Context: an optimization exercise on an open-source flow, tuned for small area and a short achievable clock period. The choices shown serve that exercise and are no tape-out recipe. RTL that was checked went through simulation tests only; none was proved equivalent to the original. No driver is modelled on the clock port, so clocking that relies on it looks cheaper here than on a real chip. Power is estimated from default activity; no workload was simulated.

==> module cpu_trace_buffer, before the edit <==
module cpu_trace_buffer #(
    parameter int unsigned DEPTH     = 64,
    parameter int unsigned POST_TRIG = 32,
    parameter int unsigned AW        = $clog2(DEPTH)
) (
    input  logic          clk,
    input  logic          rst,
    input  logic          arm,
    input  logic          force_trig,
    input  logic          trig_en,
    input  logic [15:0]   trig_pc,
    input  logic          trace_valid,
    input  logic [15:0]   trace_pc,
    input  logic [7:0]    trace_ir,
    input  logic [15:0]   trace_sp,
    input  logic [3:0]    trace_flags,
    input  logic          rd_en,
    output logic          rd_valid,
    output logic [43:0]   rd_data,
    output logic [1:0]    state,
    output logic [AW:0]   entries,
    output logic          done
);
    localparam int unsigned ENTRY_W = $bits(rd_data);
    localparam int unsigned RD_LO   = (POST_TRIG >= 1) ? POST_TRIG - 1 : 0;
    localparam int unsigned PW      = (POST_TRIG > 1) ? $clog2(POST_TRIG) : 1;
    localparam logic [1:0] StIdle  = 2'd0;
    localparam logic [1:0] StArmed = 2'd1;
    localparam logic [1:0] StPost  = 2'd2;
    localparam logic [1:0] StDone  = 2'd3;
    logic [1:0]         state_q, state_d;
    logic               armed_q, armed_d;
    logic               post_st_q, post_st_d;
    logic               done_q, done_d;
    logic [AW:0]        entries_q, entries_d, entn_q, cnt;
    logic               nonempty_q, nonempty_d;
    logic               rdok_q;                 
    logic               cap_q, cap_d;           
    logic               capnf_q;                
    logic               capfull_q;              
    logic               at_lo_q, at_lo_d;       
    logic [PW-1:0]      post_q, post_d;
    logic [DEPTH-1:RD_LO] rd_sel, rd_sel_d, rd_seln_q;
    logic               arm_q;                  
    logic               rd_valid_q;
    logic [ENTRY_W-1:0] rd_q, rd_next;
    logic [DEPTH*ENTRY_W-1:0] buf_q;
    logic               wr_fire, rd_fire, shift, trig_hit, full, grow, post_last, to_done;
    logic [ENTRY_W-1:0] wr_entry;
    assign wr_entry = {trace_pc, trace_ir, trace_sp, trace_flags};
    assign wr_fire   = !arm && cap_q && trace_valid;
    assign cnt       = ~entn_q;
    assign rd_fire   = !arm && rdok_q && rd_en;
    assign shift     = wr_fire || rd_fire;
    assign trig_hit  = (trig_en && trace_valid && (trace_pc == trig_pc)) || force_trig;
    assign full      = cnt[AW];
    assign grow      = !arm && capnf_q && trace_valid;
    assign post_last = (post_q == PW'(POST_TRIG - 1));
    always_comb begin
        if (POST_TRIG == 0) begin
            to_done = armed_q && trig_hit;
        end else begin
            to_done = post_st_q && trace_valid && post_last;
        end
    end
    always_comb begin
        if (arm) begin
            armed_d   = 1'b1;
            post_st_d = 1'b0;
            done_d    = 1'b0;
        end else begin
            armed_d   = armed_q && !trig_hit;
            post_st_d = (POST_TRIG != 0) && ((armed_q && trig_hit) || (post_st_q && !to_done));
            done_d    = done_q || to_done;
        end
        state_d = {post_st_d || done_d, armed_d || done_d};
        cap_d   = armed_d || post_st_d;
    end
    logic [AW:0] entries_inc, entries_dec;
    assign entries_inc = cnt + (AW+1)'(1);
    assign entries_dec = cnt - (AW+1)'(1);
    always_comb begin
        if (arm) begin
            at_lo_d = 1'b0;
        end else if (grow) begin
            at_lo_d = (cnt == (AW+1)'(RD_LO - 1));
        end else if (rd_fire) begin
            at_lo_d = (cnt == (AW+1)'(RD_LO + 1));
        end else begin
            at_lo_d = (cnt == (AW+1)'(RD_LO));
        end
    end
    always_comb begin
        if (arm) begin
            entries_d  = '0;
            nonempty_d = 1'b0;
        end else if (grow) begin
            entries_d  = entries_inc;
            nonempty_d = 1'b1;
        end else if (rd_fire) begin
            entries_d  = entries_dec;
            nonempty_d = (cnt != (AW+1)'(1));
        end else begin
            entries_d  = cnt;
            nonempty_d = nonempty_q;
        end
    end
    always_comb begin
        post_d = post_q;
        if (arm_q) begin
            post_d = '0;
        end else if (post_st_q && trace_valid) begin
            post_d = post_q + PW'(1);
        end
    end
    always_comb begin
        rd_sel_d = rd_sel;
        if (arm_q) begin
            rd_sel_d = '0;
        end else if (grow) begin
            for (int k = RD_LO; k < DEPTH; k++) begin
                if (k == RD_LO) begin
                    rd_sel_d[k] = at_lo_q;
                end else begin
                    rd_sel_d[k] = rd_sel[k-1];
                end
            end
        end
    end
    always_ff @(posedge clk or negedge rst) begin
        if (!rst) begin
            state_q    <= StIdle;
            armed_q    <= 1'b0;
            post_st_q  <= 1'b0;
            done_q     <= 1'b0;
            entries_q  <= '0;
            entn_q     <= '1;
            nonempty_q <= 1'b0;
            rdok_q     <= 1'b0;
            cap_q      <= 1'b0;
            capnf_q    <= 1'b0;
            capfull_q  <= 1'b0;
            at_lo_q    <= 1'b0;
            rd_valid_q <= 1'b0;
        end else begin
            state_q    <= state_d;
            armed_q    <= armed_d;
            post_st_q  <= post_st_d;
            done_q     <= done_d;
            entries_q  <= entries_d;
            entn_q     <= ~entries_d;
            nonempty_q <= nonempty_d;
            rdok_q     <= done_d && nonempty_d;
            cap_q      <= cap_d;
            capnf_q    <= cap_d && !entries_d[AW];
            capfull_q  <= cap_d && entries_d[AW];
            at_lo_q    <= at_lo_d;
            rd_valid_q <= rd_fire;
        end
    end
    always_ff @(posedge clk) begin
        post_q  <= post_d;
        rd_sel    <= rd_sel_d;
        rd_seln_q <= ~rd_sel_d;
        arm_q     <= arm;
        rd_q    <= rd_next;
    end
    always_ff @(posedge clk) begin
        if (shift) begin
            buf_q <= {buf_q[(DEPTH-1)*ENTRY_W-1:0], wr_entry};
        end
    end
    always_comb begin
        rd_next = '0;
        for (int k = RD_LO; k < DEPTH; k++) begin
            rd_next = rd_next | (buf_q[k*ENTRY_W +: ENTRY_W] &
                                 {{(ENTRY_W - ENTRY_W/2){~rd_seln_q[k]}}, {(ENTRY_W/2){rd_sel[k]}}});
        end
    end
    assign state    = state_q;
    assign done     = done_q;
    assign entries  = entries_q;
    assign rd_valid = rd_valid_q;
    assign rd_data  = rd_q;
endmodule
clock: 4.0 ns
lec_check: 0
cap_margin: 20
core_margin: 2
core_utilization: 65
setup_slack_margin: 1.9
slew_margin: 20
standard.sh (not shown) runs the stock make flow with config.mk's settings and CLKGATE_MAP_FILE= SYNTH_SCRIPT=/design/flow/synth_recipe.tcl, a recipe that flattens the netlist after the stock synthesis.
==> flow/flow/run.sh <==
#!/bin/bash
# Own layout flow: the standard ORFS flow (standard.sh, unchanged synthesis), with these
# changes to how the layout is made:
#  - the port buffers are plain sky130_fd_sc_hd__buf_2 cells (the default pick is a delay
#    cell that footprint-matched repair cannot swap out later);
#  - after repair_design, fanout_tree.tcl replaces the buffering of the storage enable net
#    (about 2800 DE pins) with a two-level grid tree;
#  - the clock tree uses sink clusters of 30 within 60 um and no dummy loads;
#  - after CTS, split_root.tcl gives the clock port four root buffers instead of one (each
#    drives the level-1 buffers on its side), so the balanced tree has a shorter delay.
# make's full output goes to flow_make.log here; each ORFS step keeps its own log under
# orfs/logs/ (the hooks print to 3_4_place_resized.log and 4_1_cts.log).
set -euo pipefail
cd "$(dirname "$0")/.."
bash standard.sh \
  'BUFFER_PORTS_ARGS=-buffer_cell sky130_fd_sc_hd__buf_2' \
  "POST_RESIZE_TCL=$PWD/flow/fanout_tree.tcl" \
  'CTS_ARGS=-sink_clustering_enable -repair_clock_nets -sink_clustering_size 30 -sink_clustering_max_diameter 60 -dont_use_dummy_load' \
  "POST_CTS_TCL=$PWD/flow/split_root.tcl" \
  finish > flow_make.log 2>&1
Other scripts of this flow, unchanged in this note and not shown: flow/flow/fanout_tree.tcl, flow/flow/split_root.tcl
==> next run, changes <==
--- a/flow/design.v
+++ b/flow/design.v
@@ -41,6 +41,5 @@
     logic               at_lo_q, at_lo_d;       
     logic [PW-1:0]      post_q, post_d;
-    logic [DEPTH-1:RD_LO] rd_sel, rd_sel_d, rd_seln_q;
-    logic               arm_q;                  
+    logic [DEPTH-1:RD_LO] rd_sel, rd_sel_d;    
     logic               rd_valid_q;
     logic [ENTRY_W-1:0] rd_q, rd_next;
@@ -108,5 +107,5 @@
     always_comb begin
         post_d = post_q;
-        if (arm_q) begin
+        if (arm) begin
             post_d = '0;
         end else if (post_st_q && trace_valid) begin
@@ -116,5 +115,5 @@
     always_comb begin
         rd_sel_d = rd_sel;
-        if (arm_q) begin
+        if (arm) begin
             rd_sel_d = '0;
         end else if (grow) begin
@@ -161,7 +160,5 @@
     always_ff @(posedge clk) begin
         post_q  <= post_d;
-        rd_sel    <= rd_sel_d;
-        rd_seln_q <= ~rd_sel_d;
-        arm_q     <= arm;
+        rd_sel  <= rd_sel_d;
         rd_q    <= rd_next;
     end
@@ -174,6 +171,5 @@
         rd_next = '0;
         for (int k = RD_LO; k < DEPTH; k++) begin
-            rd_next = rd_next | (buf_q[k*ENTRY_W +: ENTRY_W] &
-                                 {{(ENTRY_W - ENTRY_W/2){~rd_seln_q[k]}}, {(ENTRY_W/2){rd_sel[k]}}});
+            rd_next = rd_next | (buf_q[k*ENTRY_W +: ENTRY_W] & {ENTRY_W{rd_sel[k]}});
         end
     end
Outcome: The new run finished with timing, DRC and antenna clean; total power falls by 0.30%; worst setup slack is about the same; clock power barely changes; cell count shrinks by 0.60%; global-route usage grows by 0.28 points; synthesized cell count shrinks by 0.37%; hold slack improved by 0.0090 ns; utilization rises by 0.56 points.
Function not checked in the first run of this note: the RTL went through the layout flow alone.

## afterwards: timing with drivers on the ports
No port has a modelled driver above. Below, the same layouts with a new extraction and two added sets of constraints.
Step 1, drivers: a clkbuf_16 drives clk and a buf_2 each remaining input, both assumed.
Step 2 also shifts input and output timing later by t, the mid clock arrival at the registers, as if the neighbouring blocks saw the same clock.
Slacks: ideal / step 1 / step 2; pairs: ideal / step 1.
| run | t, ns | setup slack, ns | worst hold slack (ns) | clock arrival spread, ns |
|---|---|---|---|---|
| the first run | 0.680 | 1.916 / 1.913 / 1.392 | 0.374 / 0.301 / 0.374 | 0.073 / 0.072 |
| the second run | 0.695 | 1.918 / 1.918 / 1.343 | 0.383 / 0.269 / 0.383 | 0.077 / 0.077 |
After both steps setup and hold are still met in every run listed. The setup slack of the second run, which loses most, moves by 0.000 ns with the drivers and by -0.575 ns with both steps.
